What follows belongs to an exercise in optimizing a design on an open flow for small area and a short achievable clock period; a production flow would make more cautious choices. The RTL was checked by simulation tests, not by an equivalence proof against the original design. Power is estimated from default activity; no workload was simulated.

==> trial 25: inputs <==
==> flow/design.v <==
`default_nettype none
package mips_isa_pkg;
  typedef logic [31:0] word_t;
  typedef logic [4:0]  reg_idx_t;
  localparam logic [5:0] op_rtype = 6'h00;
  localparam logic [5:0] op_j     = 6'h02;
  localparam logic [5:0] op_jal   = 6'h03;
  localparam logic [5:0] op_addiu = 6'h09;
  localparam logic [5:0] op_ori   = 6'h0d;
  localparam logic [5:0] op_lui   = 6'h0f;
  localparam logic [5:0] fn_jr      = 6'h08;
  localparam logic [5:0] fn_syscall = 6'h0c;
  localparam logic [5:0] fn_addu    = 6'h21;
  localparam logic [5:0] fn_subu    = 6'h23;
  localparam logic [5:0] fn_and     = 6'h24;
  localparam logic [5:0] fn_or      = 6'h25;
  localparam logic [5:0] fn_slt     = 6'h2a;
endpackage
`default_nettype wire
`default_nettype none
package mips_core_pkg;
  localparam int IW = 29;
  localparam logic [2:0] cls_r     = 3'b000;
  localparam logic [2:0] cls_addiu = 3'b001;
  localparam logic [2:0] cls_ori   = 3'b010;
  localparam logic [2:0] cls_lui   = 3'b011;
  localparam logic [2:0] cls_j     = 3'b100;
  localparam logic [2:0] cls_jal   = 3'b101;
  localparam logic [2:0] sub_addu = 3'd0;
  localparam logic [2:0] sub_subu = 3'd1;
  localparam logic [2:0] sub_and  = 3'd2;
  localparam logic [2:0] sub_or   = 3'd3;
  localparam logic [2:0] sub_slt  = 3'd4;
  localparam logic [2:0] sub_jr   = 3'd5;
  localparam logic [2:0] sub_sys  = 3'd6;
  localparam logic [2:0] sub_nop  = 3'd7;
endpackage
`default_nettype wire
`timescale 1ns/1ps
`default_nettype none
module regfile
(
  input  logic                   clk,
  input  logic                   rst_n,
  input  logic                   we,
  input  mips_isa_pkg::reg_idx_t waddr,
  input  mips_isa_pkg::word_t    wdata,
  input  mips_isa_pkg::reg_idx_t rs,
  input  mips_isa_pkg::reg_idx_t rt,
  input  logic                   rt_en,
  output mips_isa_pkg::word_t    read1,
  output mips_isa_pkg::word_t    read2,
  output logic                   v0_print,
  output logic                   v0_exit,
  output mips_isa_pkg::word_t    a0
);
  wire [31:0][31:0] term1;
  wire [31:0][31:0] term2;
  assign term1[0] = '0;
  assign term2[0] = '0;
  for (genvar i = 1; i < 32; i++) begin : g_reg
    logic        wen;
    logic        live;
    logic [31:0] q;
    assign wen = we && (waddr == 5'(i));
    if (i == 4) begin : g_a0
      always_ff @(posedge clk or negedge rst_n) begin
        if (!rst_n) begin
          q <= '0;
        end else if (wen) begin
          q <= wdata;
        end
      end
      assign live = 1'b1;
    end else begin : g_plain
      logic valid_q;
      always_ff @(posedge clk or negedge rst_n) begin
        if (!rst_n) begin
          valid_q <= 1'b0;
        end else if (wen) begin
          valid_q <= 1'b1;
        end
      end
      always_ff @(posedge clk) begin
        if (wen) begin
          q <= wdata;
        end
      end
      assign live = valid_q;
    end
    assign term1[i] = (rs == 5'(i) && live) ? q : 32'd0;
    assign term2[i] = (rt_en && rt == 5'(i) && live) ? q : 32'd0;
    if (i == 2) begin : g_v0
      assign v0_print = live & (q == 32'd1);
      assign v0_exit  = live & (q == 32'd10);
    end
    if (i == 4) begin : g_a0_out
      assign a0 = q;
    end
  end
  always_comb begin
    read1 = '0;
    read2 = '0;
    for (int i = 1; i < 32; i++) begin
      read1 = read1 | term1[i];
      read2 = read2 | term2[i];
    end
  end
endmodule
`default_nettype wire
`timescale 1ns/1ps
`default_nettype none
module alu
(
  input  logic                op_add,
  input  logic                op_sub,
  input  logic                op_and,
  input  logic                op_or,
  input  logic                op_slt,
  input  mips_isa_pkg::word_t a,
  input  mips_isa_pkg::word_t b,
  output mips_isa_pkg::word_t result
);
  mips_isa_pkg::word_t sum;
  mips_isa_pkg::word_t diff;
  logic                lt;
  assign sum  = a + b;
  assign diff = a - b;
  assign lt   = (a[31] ^ b[31]) ? a[31] : diff[31];
  assign result = ({32{op_add}} & sum)
                | ({32{op_sub}} & diff)
                | ({32{op_and}} & (a & b))
                | ({32{op_or}}  & (a | b))
                | {31'd0, op_slt & lt};
endmodule
`default_nettype wire
`timescale 1ns/1ps
`default_nettype none
module predecoder
(
  input  mips_isa_pkg::word_t              instr,
  output logic [mips_core_pkg::IW-1:0]     code
);
  logic [5:0] opcode;
  logic [5:0] funct;
  logic [4:0] rs;
  logic [4:0] rt;
  logic [4:0] rd;
  assign opcode = instr[31:26];
  assign funct  = instr[5:0];
  assign rs     = instr[25:21];
  assign rt     = instr[20:16];
  assign rd     = instr[15:11];
  function automatic logic [mips_core_pkg::IW-1:0] rgrp(input logic [4:0] s, input logic [4:0] d,
                                                       input logic [4:0] t, input logic [2:0] sub);
    rgrp = {mips_core_pkg::cls_r, s, d, t, 8'h00, sub};
  endfunction
  always_comb begin
    code = rgrp(5'd0, 5'd0, 5'd0, mips_core_pkg::sub_nop);
    case (opcode)
      mips_isa_pkg::op_rtype: begin
        case (funct)
          mips_isa_pkg::fn_addu:    code = rgrp(rs, rd, rt, mips_core_pkg::sub_addu);
          mips_isa_pkg::fn_subu:    code = rgrp(rs, rd, rt, mips_core_pkg::sub_subu);
          mips_isa_pkg::fn_and:     code = rgrp(rs, rd, rt, mips_core_pkg::sub_and);
          mips_isa_pkg::fn_or:      code = rgrp(rs, rd, rt, mips_core_pkg::sub_or);
          mips_isa_pkg::fn_slt:     code = rgrp(rs, rd, rt, mips_core_pkg::sub_slt);
          mips_isa_pkg::fn_jr:      code = rgrp(rs, 5'd0, rt, mips_core_pkg::sub_jr);
          mips_isa_pkg::fn_syscall: code = rgrp(rs, 5'd0, rt, mips_core_pkg::sub_sys);
          default: ;
        endcase
      end
      mips_isa_pkg::op_addiu: code = {mips_core_pkg::cls_addiu, rs, rt, instr[15:0]};
      mips_isa_pkg::op_ori:   code = {mips_core_pkg::cls_ori, rs, rt, instr[15:0]};
      mips_isa_pkg::op_lui:   code = {mips_core_pkg::cls_lui, 5'd0, rt, instr[15:0]};
      mips_isa_pkg::op_j:     code = {mips_core_pkg::cls_j, instr[25:0]};
      mips_isa_pkg::op_jal:   code = {mips_core_pkg::cls_jal, instr[25:0]};
      default: ;
    endcase
  end
endmodule
module decoder
(
  input  logic [mips_core_pkg::IW-1:0] code,
  output mips_isa_pkg::reg_idx_t       rs,
  output mips_isa_pkg::reg_idx_t       rt,
  output mips_isa_pkg::reg_idx_t       waddr,
  output logic                         is_r,
  output logic                         is_jal,
  output logic                         is_jr,
  output logic                         is_j,
  output logic                         is_syscall,
  output logic                         op_add,
  output logic                         op_sub,
  output logic                         op_and,
  output logic                         op_or,
  output logic                         op_slt,
  output mips_isa_pkg::word_t          imm,
  output logic [25:0]                  jidx
);
  logic       jump;
  logic [1:0] cls;
  logic [2:0] sub;
  logic       is_addiu;
  logic       is_ori;
  logic       is_lui;
  assign jump = code[28];
  assign cls  = code[27:26];
  assign sub  = code[2:0];
  assign rs    = code[25:21];
  assign rt    = code[15:11];
  assign jidx  = code[25:0];
  assign is_j     = jump;
  assign is_jal   = jump & code[26];
  assign is_r     = ~jump & (cls == 2'b00);
  assign is_addiu = ~jump & (cls == 2'b01);
  assign is_ori   = ~jump & (cls == 2'b10);
  assign is_lui   = ~jump & (cls == 2'b11);
  assign waddr = jump ? {5{code[26]}} : code[20:16];
  assign is_jr      = is_r & (sub == mips_core_pkg::sub_jr);
  assign is_syscall = is_r & (sub == mips_core_pkg::sub_sys);
  assign op_add = (is_r & (sub == mips_core_pkg::sub_addu)) | is_addiu;
  assign op_sub = is_r & (sub == mips_core_pkg::sub_subu);
  assign op_and = is_r & (sub == mips_core_pkg::sub_and);
  assign op_or  = (is_r & (sub == mips_core_pkg::sub_or)) | is_ori | is_lui;
  assign op_slt = is_r & (sub == mips_core_pkg::sub_slt);
  assign imm[15:0]  = is_lui ? 16'h0000 : code[15:0];
  assign imm[31:16] = is_lui ? code[15:0] : {16{is_addiu & code[15]}};
endmodule
`default_nettype wire
`timescale 1ns/1ps
`default_nettype none
module fetch_unit
(
  input  logic                         clk,
  input  logic                         wr_en,
  input  logic [5:0]                   wr_addr,
  input  logic [mips_core_pkg::IW-1:0] wr_code,
  input  logic [5:0]                   faddr,
  input  logic                         fwd,
  output logic [mips_core_pkg::IW-1:0] instr
);
  logic [mips_core_pkg::IW-1:0] imem [64];
  always_ff @(posedge clk) begin
    if (wr_en) begin
      imem[wr_addr] <= wr_code;
    end
  end
  always_ff @(posedge clk) begin
    instr <= fwd ? wr_code : imem[faddr];
  end
endmodule
`default_nettype wire
`timescale 1ns/1ps
`default_nettype none
module syscall_unit
(
  input  logic clk,
  input  logic rst_n,
  input  logic run,
  input  logic is_syscall,
  input  logic v0_print,
  input  logic v0_exit,
  input  logic sys_ack,
  output logic st_run,
  output logic st_wdone,
  output logic st_idle,
  output logic commit,
  output logic sys_req,
  output logic halted
);
  logic st_drop;
  logic sys_go;
  assign st_idle = ~(st_run | st_wdone | sys_req | st_drop | halted);
  assign commit  = st_run & run;
  assign sys_go  = commit & is_syscall;
  always_ff @(posedge clk or negedge rst_n) begin
    if (!rst_n) begin
      st_run   <= 1'b0;
      st_wdone <= 1'b0;
      sys_req  <= 1'b0;
      st_drop  <= 1'b0;
      halted   <= 1'b0;
    end else begin
      st_run   <= (st_idle & run) | (commit & ~is_syscall) | st_wdone;
      st_wdone <= (sys_go & ~v0_print & ~v0_exit) | (st_drop & ~sys_ack);
      sys_req  <= (sys_go & v0_print) | (sys_req & ~sys_ack);
      st_drop  <= (sys_req & sys_ack) | (st_drop & sys_ack);
      halted   <= (sys_go & v0_exit) | halted;
    end
  end
endmodule
`default_nettype wire
`timescale 1ns/1ps
`default_nettype none
module mips_core
#(
  parameter int IMEM_DEPTH = 64
) (
  input  logic                          clk,
  input  logic                          rst_n,
  input  logic                          run,
  input  logic                          prog_we,
  input  logic [$clog2(IMEM_DEPTH)-1:0] prog_addr,
  input  mips_isa_pkg::word_t           prog_data,
  output logic                          sys_req,
  output mips_isa_pkg::word_t           sys_code,
  output mips_isa_pkg::word_t           sys_arg,
  input  logic                          sys_ack,
  output logic                          halted
);
  localparam int IW = mips_core_pkg::IW;
  logic [IW-1:0]          prog_code;
  logic [IW-1:0]          instr;
  logic [5:0]             faddr;
  logic                   fwd;
  mips_isa_pkg::word_t    pc_q;
  mips_isa_pkg::word_t    pc_plus4;
  mips_isa_pkg::word_t    next_pc;
  logic                   st_run;
  logic                   st_wdone;
  logic                   st_idle;
  logic                   commit;
  mips_isa_pkg::reg_idx_t rs;
  mips_isa_pkg::reg_idx_t rt;
  mips_isa_pkg::reg_idx_t waddr;
  logic                   is_r;
  logic                   is_jal;
  logic                   is_jr;
  logic                   is_j;
  logic                   is_syscall;
  logic                   op_add;
  logic                   op_sub;
  logic                   op_and;
  logic                   op_or;
  logic                   op_slt;
  mips_isa_pkg::word_t    imm;
  logic [25:0]            jidx;
  mips_isa_pkg::word_t    read1;
  mips_isa_pkg::word_t    read2;
  mips_isa_pkg::word_t    alu_b;
  mips_isa_pkg::word_t    alu_result;
  mips_isa_pkg::word_t    wdata;
  logic                   v0_print;
  logic                   v0_exit;
  predecoder u_pre (
    .instr(prog_data),
    .code (prog_code)
  );
  fetch_unit u_fetch (
    .clk    (clk),
    .wr_en  (prog_we & ~run),
    .wr_addr(prog_addr),
    .wr_code(prog_code),
    .faddr  (faddr),
    .fwd    (fwd),
    .instr  (instr)
  );
  decoder u_dec (
    .code      (instr),
    .rs        (rs),
    .rt        (rt),
    .waddr     (waddr),
    .is_r      (is_r),
    .is_jal    (is_jal),
    .is_jr     (is_jr),
    .is_j      (is_j),
    .is_syscall(is_syscall),
    .op_add    (op_add),
    .op_sub    (op_sub),
    .op_and    (op_and),
    .op_or     (op_or),
    .op_slt    (op_slt),
    .imm       (imm),
    .jidx      (jidx)
  );
  syscall_unit u_ctl (
    .clk       (clk),
    .rst_n     (rst_n),
    .run       (run),
    .is_syscall(is_syscall),
    .v0_print  (v0_print),
    .v0_exit   (v0_exit),
    .sys_ack   (sys_ack),
    .st_run    (st_run),
    .st_wdone  (st_wdone),
    .st_idle   (st_idle),
    .commit    (commit),
    .sys_req   (sys_req),
    .halted    (halted)
  );
  assign pc_plus4 = {pc_q[31:2] + 30'd1, pc_q[1:0]};
  always_comb begin
    if (is_jr) begin
      next_pc = read1;
    end else if (is_j) begin
      next_pc = {pc_plus4[31:28], jidx, 2'b00};
    end else begin
      next_pc = pc_plus4;
    end
  end
  always_ff @(posedge clk) begin
    if (st_run) begin
      pc_q <= next_pc;
    end else if (st_idle) begin
      pc_q <= '0;
    end
  end
  assign faddr = st_run ? next_pc[7:2] : (st_idle ? 6'd0 : pc_q[7:2]);
  assign fwd   = st_wdone & prog_we & ~run & (prog_addr == pc_q[7:2]);
  regfile u_rf (
    .clk     (clk),
    .rst_n   (rst_n),
    .we      (commit),
    .waddr   (waddr),
    .wdata   (wdata),
    .rs      (rs),
    .rt      (rt),
    .rt_en   (is_r),
    .read1   (read1),
    .read2   (read2),
    .v0_print(v0_print),
    .v0_exit (v0_exit),
    .a0      (sys_arg)
  );
  assign alu_b = read2 | (is_r ? 32'd0 : imm);
  alu u_alu (
    .op_add(op_add),
    .op_sub(op_sub),
    .op_and(op_and),
    .op_or (op_or),
    .op_slt(op_slt),
    .a     (read1),
    .b     (alu_b),
    .result(alu_result)
  );
  assign wdata = is_jal ? pc_plus4 : alu_result;
  assign sys_code = 32'd1;
endmodule
`default_nettype wire
==> flow/run.sh <==
#!/bin/bash
# synth_recipe.tcl (not shown) runs the flow's synth.tcl, then flattens the netlist and writes it again
# the make line also repeats each setting of config.mk as NAME=value (left out here)
make -C /OpenROAD-flow-scripts/flow DESIGN_CONFIG=/design/flow/config.mk WORK_HOME=/design/flow/orfs CLKGATE_MAP_FILE= SYNTH_SCRIPT=/design/flow/synth_recipe.tcl finish
==> flow/config.mk <==
export PLATFORM = sky130hd
export DESIGN_NAME = mips_core
export DESIGN_NICKNAME = mips_core
export VERILOG_FILES = /design/flow/design.v
export SDC_FILE = /design/flow/constraint.sdc
export NUM_CORES = 4
export LEC_CHECK = 0
export CAP_MARGIN = 20
export CORE_MARGIN = 2
export CORE_UTILIZATION = 40
export SLEW_MARGIN = 20
==> flow/constraint.sdc <==
create_clock -name core_clock -period 12.5 [get_ports {clk}]
set_input_delay 2.5000 -clock core_clock [delete_from_list [all_inputs] [get_ports {clk}]]
set_output_delay 2.5000 -clock core_clock [all_outputs]
set_load 0.01 [all_outputs]
==> inputs of build 10, as changes to trial 25 <==
==> flow/design.v, changed modules only <==
module regfile
(
  input  logic                   clk,
  input  logic                   rst_n,
  input  logic                   we,
  input  mips_isa_pkg::reg_idx_t waddr,
  input  mips_isa_pkg::word_t    wdata,
  input  logic [31:1]            rs_sel,
  input  logic [31:1]            rt_sel,
  output mips_isa_pkg::word_t    read1,
  output mips_isa_pkg::word_t    read2,
  output logic [31:1]            live_next,
  output logic                   v0_print,
  output logic                   v0_exit,
  output mips_isa_pkg::word_t    a0
);
  wire [31:0][31:0] term1;
  wire [31:0][31:0] term2;
  assign term1[0] = '0;
  assign term2[0] = '0;
  for (genvar i = 1; i < 32; i++) begin : g_reg
    logic        wen;
    logic        live;
    logic [31:0] q;
    assign wen = we && (waddr == 5'(i));
    if (i == 4) begin : g_a0
      always_ff @(posedge clk or negedge rst_n) begin
        if (!rst_n) begin
          q <= '0;
        end else if (wen) begin
          q <= wdata;
        end
      end
      assign live = 1'b1;
    end else begin : g_plain
      logic valid_q;
      always_ff @(posedge clk or negedge rst_n) begin
        if (!rst_n) begin
          valid_q <= 1'b0;
        end else if (wen) begin
          valid_q <= 1'b1;
        end
      end
      always_ff @(posedge clk) begin
        if (wen) begin
          q <= wdata;
        end
      end
      assign live = valid_q;
    end
    assign live_next[i] = live | wen;
    assign term1[i] = rs_sel[i] ? q : 32'd0;
    assign term2[i] = rt_sel[i] ? q : 32'd0;
    if (i == 2) begin : g_v0
      assign v0_print = live & (q == 32'd1);
      assign v0_exit  = live & (q == 32'd10);
    end
    if (i == 4) begin : g_a0_out
      assign a0 = q;
    end
  end
  always_comb begin
    read1 = '0;
    read2 = '0;
    for (int i = 1; i < 32; i++) begin
      read1 = read1 | term1[i];
      read2 = read2 | term2[i];
    end
  end
endmodule
module ks_add32
(
  input  logic [31:0] a,
  input  logic [31:0] b,
  input  logic        cin,
  output logic [31:0] sum
);
  logic [31:0] p0;
  logic [5:0][31:0] g;
  logic [5:0][31:0] p;
  assign p0 = a ^ b;
  always_comb begin
    g[0] = a & b;
    p[0] = p0;
    g[0][0] = (a[0] & b[0]) | (p0[0] & cin);
    for (int l = 1; l < 6; l++) begin
      for (int i = 0; i < 32; i++) begin
        if (i >= (1 << (l - 1))) begin
          g[l][i] = g[l-1][i] | (p[l-1][i] & g[l-1][i - (1 << (l - 1))]);
          p[l][i] = p[l-1][i] & p[l-1][i - (1 << (l - 1))];
        end else begin
          g[l][i] = g[l-1][i];
          p[l][i] = p[l-1][i];
        end
      end
    end
  end
  assign sum = p0 ^ {g[5][30:0], cin};
endmodule
module alu
(
  input  logic                op_add,
  input  logic                op_sub,
  input  logic                op_and,
  input  logic                op_or,
  input  logic                op_slt,
  input  logic                op_lui,
  input  mips_isa_pkg::word_t a,
  input  mips_isa_pkg::word_t b,
  output mips_isa_pkg::word_t result
);
  mips_isa_pkg::word_t sum;
  mips_isa_pkg::word_t diff;
  logic                lt;
  ks_add32 u_add (
    .a  (a),
    .b  (b),
    .cin(1'b0),
    .sum(sum)
  );
  ks_add32 u_sub (
    .a  (a),
    .b  (~b),
    .cin(1'b1),
    .sum(diff)
  );
  assign lt = (a[31] ^ b[31]) ? a[31] : diff[31];
  assign result = ({32{op_add}} & sum)
                | ({32{op_sub}} & diff)
                | ({32{op_and}} & (a & b))
                | ({32{op_or}}  & (a | b))
                | ({32{op_lui}} & b)
                | {31'd0, op_slt & lt};
endmodule
module predecoder
(
  input  mips_isa_pkg::word_t              instr,
  output logic [mips_core_pkg::IW-1:0]     code
);
  logic [5:0] opcode;
  logic [5:0] funct;
  logic [4:0] rs;
  logic [4:0] rt;
  logic [4:0] rd;
  assign opcode = instr[31:26];
  assign funct  = instr[5:0];
  assign rs     = instr[25:21];
  assign rt     = instr[20:16];
  assign rd     = instr[15:11];
  function automatic logic [mips_core_pkg::IW-1:0] rgrp(input logic [4:0] s, input logic [4:0] d,
                                                       input logic [4:0] t, input logic [2:0] sub);
    rgrp = {mips_core_pkg::cls_r, s, d, t, 8'h00, sub};
  endfunction
  always_comb begin
    code = rgrp(5'd0, 5'd0, 5'd0, mips_core_pkg::sub_nop);
    case (opcode)
      mips_isa_pkg::op_rtype: begin
        case (funct)
          mips_isa_pkg::fn_addu:    code = rgrp(rs, rd, rt, mips_core_pkg::sub_addu);
          mips_isa_pkg::fn_subu:    code = rgrp(rs, rd, rt, mips_core_pkg::sub_subu);
          mips_isa_pkg::fn_and:     code = rgrp(rs, rd, rt, mips_core_pkg::sub_and);
          mips_isa_pkg::fn_or:      code = rgrp(rs, rd, rt, mips_core_pkg::sub_or);
          mips_isa_pkg::fn_slt:     code = rgrp(rs, rd, rt, mips_core_pkg::sub_slt);
          mips_isa_pkg::fn_jr:      code = rgrp(rs, 5'd0, rt, mips_core_pkg::sub_jr);
          mips_isa_pkg::fn_syscall: code = rgrp(rs, 5'd0, rt, mips_core_pkg::sub_sys);
          default: ;
        endcase
      end
      mips_isa_pkg::op_addiu: code = {mips_core_pkg::cls_addiu, rs, rt, instr[15:0]};
      mips_isa_pkg::op_ori:   code = {mips_core_pkg::cls_ori, rs, rt, instr[15:0]};
      mips_isa_pkg::op_lui:   code = {mips_core_pkg::cls_lui, rs, rt, instr[15:0]};
      mips_isa_pkg::op_j:     code = {mips_core_pkg::cls_j, instr[25:0]};
      mips_isa_pkg::op_jal:   code = {mips_core_pkg::cls_jal, instr[25:0]};
      default: ;
    endcase
  end
endmodule
module decoder
(
  input  logic [mips_core_pkg::IW-1:0] code,
  output mips_isa_pkg::reg_idx_t       rs,
  output mips_isa_pkg::reg_idx_t       rt,
  output mips_isa_pkg::reg_idx_t       waddr,
  output logic                         is_r,
  output logic                         is_jal,
  output logic                         is_jr,
  output logic                         is_j,
  output logic                         is_syscall,
  output logic                         op_add,
  output logic                         op_sub,
  output logic                         op_and,
  output logic                         op_or,
  output logic                         op_slt,
  output logic                         op_lui,
  output mips_isa_pkg::word_t          imm,
  output logic [25:0]                  jidx
);
  logic       jump;
  logic [1:0] cls;
  logic [2:0] sub;
  logic       is_addiu;
  logic       is_ori;
  logic       is_lui;
  assign jump = code[28];
  assign cls  = code[27:26];
  assign sub  = code[2:0];
  assign rs    = code[25:21];
  assign rt    = code[15:11];
  assign jidx  = code[25:0];
  assign is_j     = jump;
  assign is_jal   = jump & code[26];
  assign is_r     = ~jump & (cls == 2'b00);
  assign is_addiu = ~jump & (cls == 2'b01);
  assign is_ori   = ~jump & (cls == 2'b10);
  assign is_lui   = ~jump & (cls == 2'b11);
  assign waddr = jump ? {5{code[26]}} : code[20:16];
  assign is_jr      = is_r & (sub == mips_core_pkg::sub_jr);
  assign is_syscall = is_r & (sub == mips_core_pkg::sub_sys);
  assign op_add = (is_r & (sub == mips_core_pkg::sub_addu)) | is_addiu;
  assign op_sub = is_r & (sub == mips_core_pkg::sub_subu);
  assign op_and = is_r & (sub == mips_core_pkg::sub_and);
  assign op_or  = (is_r & (sub == mips_core_pkg::sub_or)) | is_ori;
  assign op_lui = is_lui;
  assign op_slt = is_r & (sub == mips_core_pkg::sub_slt);
  assign imm[15:0]  = is_lui ? 16'h0000 : code[15:0];
  assign imm[31:16] = is_lui ? code[15:0] : {16{is_addiu & code[15]}};
endmodule
module fetch_unit
(
  input  logic                         clk,
  input  logic                         wr_en,
  input  logic [5:0]                   wr_addr,
  input  mips_isa_pkg::word_t          wr_data,
  input  logic [mips_core_pkg::IW-1:0] wr_code,
  input  logic [5:0]                   faddr,
  input  logic                         fwd,
  input  logic [31:1]                  live_next,
  output logic [mips_core_pkg::IW-1:0] instr,
  output logic [31:1]                  rs_sel,
  output logic [31:1]                  rt_sel
);
  logic [mips_core_pkg::IW-1:0] imem [64];
  logic [mips_core_pkg::IW-1:0] rd_code;
  logic                         rd_r;
  logic                         wr_r;
  logic [31:1]                  rs_dec;
  logic [31:1]                  rt_dec;
  always_ff @(posedge clk) begin
    if (wr_en) begin
      imem[wr_addr] <= wr_code;
    end
  end
  assign rd_code = imem[faddr];
  assign rd_r = (rd_code[28:26] == mips_core_pkg::cls_r);
  assign wr_r = (wr_data[31:26] == mips_isa_pkg::op_rtype);
  always_comb begin
    for (int i = 1; i < 32; i++) begin
      if (fwd) begin
        rs_dec[i] = (wr_data[25:21] == 5'(i));
        rt_dec[i] = wr_r && (wr_data[20:16] == 5'(i));
      end else begin
        rs_dec[i] = (rd_code[25:21] == 5'(i));
        rt_dec[i] = rd_r && (rd_code[15:11] == 5'(i));
      end
    end
  end
  always_ff @(posedge clk) begin
    instr  <= fwd ? wr_code : rd_code;
    rs_sel <= rs_dec & live_next;
    rt_sel <= rt_dec & live_next;
  end
endmodule
module mips_core
#(
  parameter int IMEM_DEPTH = 64
) (
  input  logic                          clk,
  input  logic                          rst_n,
  input  logic                          run,
  input  logic                          prog_we,
  input  logic [$clog2(IMEM_DEPTH)-1:0] prog_addr,
  input  mips_isa_pkg::word_t           prog_data,
  output logic                          sys_req,
  output mips_isa_pkg::word_t           sys_code,
  output mips_isa_pkg::word_t           sys_arg,
  input  logic                          sys_ack,
  output logic                          halted
);
  localparam int IW = mips_core_pkg::IW;
  logic [IW-1:0]          prog_code;
  logic [IW-1:0]          instr;
  logic [31:1]            rs_sel;
  logic [31:1]            rt_sel;
  logic [31:1]            live_next;
  logic [5:0]             faddr;
  logic                   fwd;
  mips_isa_pkg::word_t    pc_q;
  mips_isa_pkg::word_t    pc_plus4;
  mips_isa_pkg::word_t    next_pc;
  logic                   st_run;
  logic                   st_wdone;
  logic                   st_idle;
  logic                   commit;
  mips_isa_pkg::reg_idx_t rs;
  mips_isa_pkg::reg_idx_t rt;
  mips_isa_pkg::reg_idx_t waddr;
  logic                   is_r;
  logic                   is_jal;
  logic                   is_jr;
  logic                   is_j;
  logic                   is_syscall;
  logic                   op_add;
  logic                   op_sub;
  logic                   op_and;
  logic                   op_or;
  logic                   op_slt;
  logic                   op_lui;
  mips_isa_pkg::word_t    imm;
  logic [25:0]            jidx;
  mips_isa_pkg::word_t    read1;
  mips_isa_pkg::word_t    read2;
  mips_isa_pkg::word_t    alu_b;
  mips_isa_pkg::word_t    alu_result;
  mips_isa_pkg::word_t    wdata;
  logic                   v0_print;
  logic                   v0_exit;
  predecoder u_pre (
    .instr(prog_data),
    .code (prog_code)
  );
  fetch_unit u_fetch (
    .clk    (clk),
    .wr_en  (prog_we & ~run),
    .wr_addr(prog_addr),
    .wr_data(prog_data),
    .wr_code(prog_code),
    .faddr  (faddr),
    .fwd    (fwd),
    .live_next(live_next),
    .instr  (instr),
    .rs_sel (rs_sel),
    .rt_sel (rt_sel)
  );
  decoder u_dec (
    .code      (instr),
    .rs        (rs),
    .rt        (rt),
    .waddr     (waddr),
    .is_r      (is_r),
    .is_jal    (is_jal),
    .is_jr     (is_jr),
    .is_j      (is_j),
    .is_syscall(is_syscall),
    .op_add    (op_add),
    .op_sub    (op_sub),
    .op_and    (op_and),
    .op_or     (op_or),
    .op_slt    (op_slt),
    .op_lui    (op_lui),
    .imm       (imm),
    .jidx      (jidx)
  );
  syscall_unit u_ctl (
    .clk       (clk),
    .rst_n     (rst_n),
    .run       (run),
    .is_syscall(is_syscall),
    .v0_print  (v0_print),
    .v0_exit   (v0_exit),
    .sys_ack   (sys_ack),
    .st_run    (st_run),
    .st_wdone  (st_wdone),
    .st_idle   (st_idle),
    .commit    (commit),
    .sys_req   (sys_req),
    .halted    (halted)
  );
  assign pc_plus4[1:0] = pc_q[1:0];
  assign pc_plus4[2]   = ~pc_q[2];
  for (genvar i = 3; i < 32; i++) begin : g_inc
    assign pc_plus4[i] = pc_q[i] ^ (&pc_q[i-1:2]);
  end
  always_comb begin
    if (is_jr) begin
      next_pc = read1;
    end else if (is_j) begin
      next_pc = {pc_plus4[31:28], jidx, 2'b00};
    end else begin
      next_pc = pc_plus4;
    end
  end
  always_ff @(posedge clk) begin
    if (st_run) begin
      pc_q <= next_pc;
    end else if (st_idle) begin
      pc_q <= '0;
    end
  end
  assign faddr = st_run ? next_pc[7:2] : (st_idle ? 6'd0 : pc_q[7:2]);
  assign fwd   = st_wdone & prog_we & ~run & (prog_addr == pc_q[7:2]);
  regfile u_rf (
    .clk     (clk),
    .rst_n   (rst_n),
    .we      (commit),
    .waddr   (waddr),
    .wdata   (wdata),
    .rs_sel  (rs_sel),
    .rt_sel  (rt_sel),
    .read1   (read1),
    .read2   (read2),
    .live_next(live_next),
    .v0_print(v0_print),
    .v0_exit (v0_exit),
    .a0      (sys_arg)
  );
  assign alu_b = read2 | (is_r ? 32'd0 : imm);
  alu u_alu (
    .op_add(op_add),
    .op_sub(op_sub),
    .op_and(op_and),
    .op_or (op_or),
    .op_slt(op_slt),
    .op_lui(op_lui),
    .a     (read1),
    .b     (alu_b),
    .result(alu_result)
  );
  assign wdata = is_jal ? pc_plus4 : alu_result;
  assign sys_code = 32'd1;
endmodule
- CELL_PAD_IN_SITES_DETAIL_PLACEMENT: unset -> 1
- CELL_PAD_IN_SITES_GLOBAL_PLACEMENT: unset -> 1
- CTS_CLUSTER_DIAMETER: unset -> 60
- CTS_CLUSTER_SIZE: unset -> 30
- SETUP_SLACK_MARGIN: unset -> 5
- TNS_END_PERCENT: unset -> 0
==> impl_summary.log <==
[metrics] Sw Ratio: between 20% and 30%
[metrics] unrepaired setup endpoints after global routing: false
[metrics] starting density of the core: 40.2%
[metrics] global-route wire length before repair: 722000 µm
[metrics] clock-pin transition on the worst setup and hold timing paths: 0.06 ns
[metrics] Compound-Gate Fraction of Synth Area: 11.0%
[metrics] share of the clock period used by the worst path after layout: 75.7%
[metrics] Final nets: 9877
[metrics] number of clock sinks seen by CTS: 2944
[metrics] count of different cell masters after synthesis: 95
[metrics] warnings from Yosys: 5
[metrics] result of the run: timing/DRC/antenna clean
[metrics] Cell Area, Synth: 0.125 mm²
# the run above: trial 25

==> impl_summary.log <==
[metrics] clock-pin transition on the worst setup and hold timing paths: 0.09 ns
[metrics] result of the run: timing/DRC/antenna clean
[metrics] share of the clock period used by the worst path after layout: 60.3%
[metrics] Final nets: 9320
[metrics] Compound-Gate Fraction of Synth Area: 14.0%
[metrics] register ranked first by flip-flop count: u_fetch.imem
[metrics] Cell Area, Synth: 0.127 mm²
[metrics] number of non-clock buffers: 400
[metrics] number of clock sinks seen by CTS: roughly 3k
[metrics] count of different cell masters after synthesis: around 110
[metrics] Sw Ratio: a little under a quarter
[metrics] warnings from Yosys: 6
[metrics] internal power component: 15.0 mW
[metrics] unrepaired setup endpoints after global routing: true
[metrics] number of hold-slack violations in the final timing report: 0
[metrics] sequential cell count of the final layout: 3006
# the run above: build 10

[re-timing with driven ports]
The flow's constraints put no driver on any port. The routed layouts listed below were extracted and timed again, unchanged, in two steps. Step 1 assumes that a clkbuf_16 drives the clock port and a buf_2 every other input. Step 2, shift: input delay + t, output delay - t, t = (earliest + latest rising clock arrival at the registers) / 2. This alone moves slack from input paths to output paths. a / b / c = ideal ports / drivers / drivers and shift; a / b = the first two.
| run | t, ns | slack for setup (ns) | worst hold slack (ns) | worst register clock-pin slew, ns |
|---|---|---|---|---|
| trial 25 | 1.023 | 3.040 / 3.040 / 3.040 | 0.522 / 0.522 / 0.522 | 0.07 / 0.07 |
| build 10 | 1.037 | 4.968 / 4.968 / 4.878 | 0.465 / 0.465 / 0.465 | 0.10 / 0.10 |
After both steps every run listed still meets setup and hold. For build 10, which loses most, drivers alone change the setup slack by 0.000 ns; drivers and shift together by -0.090 ns.
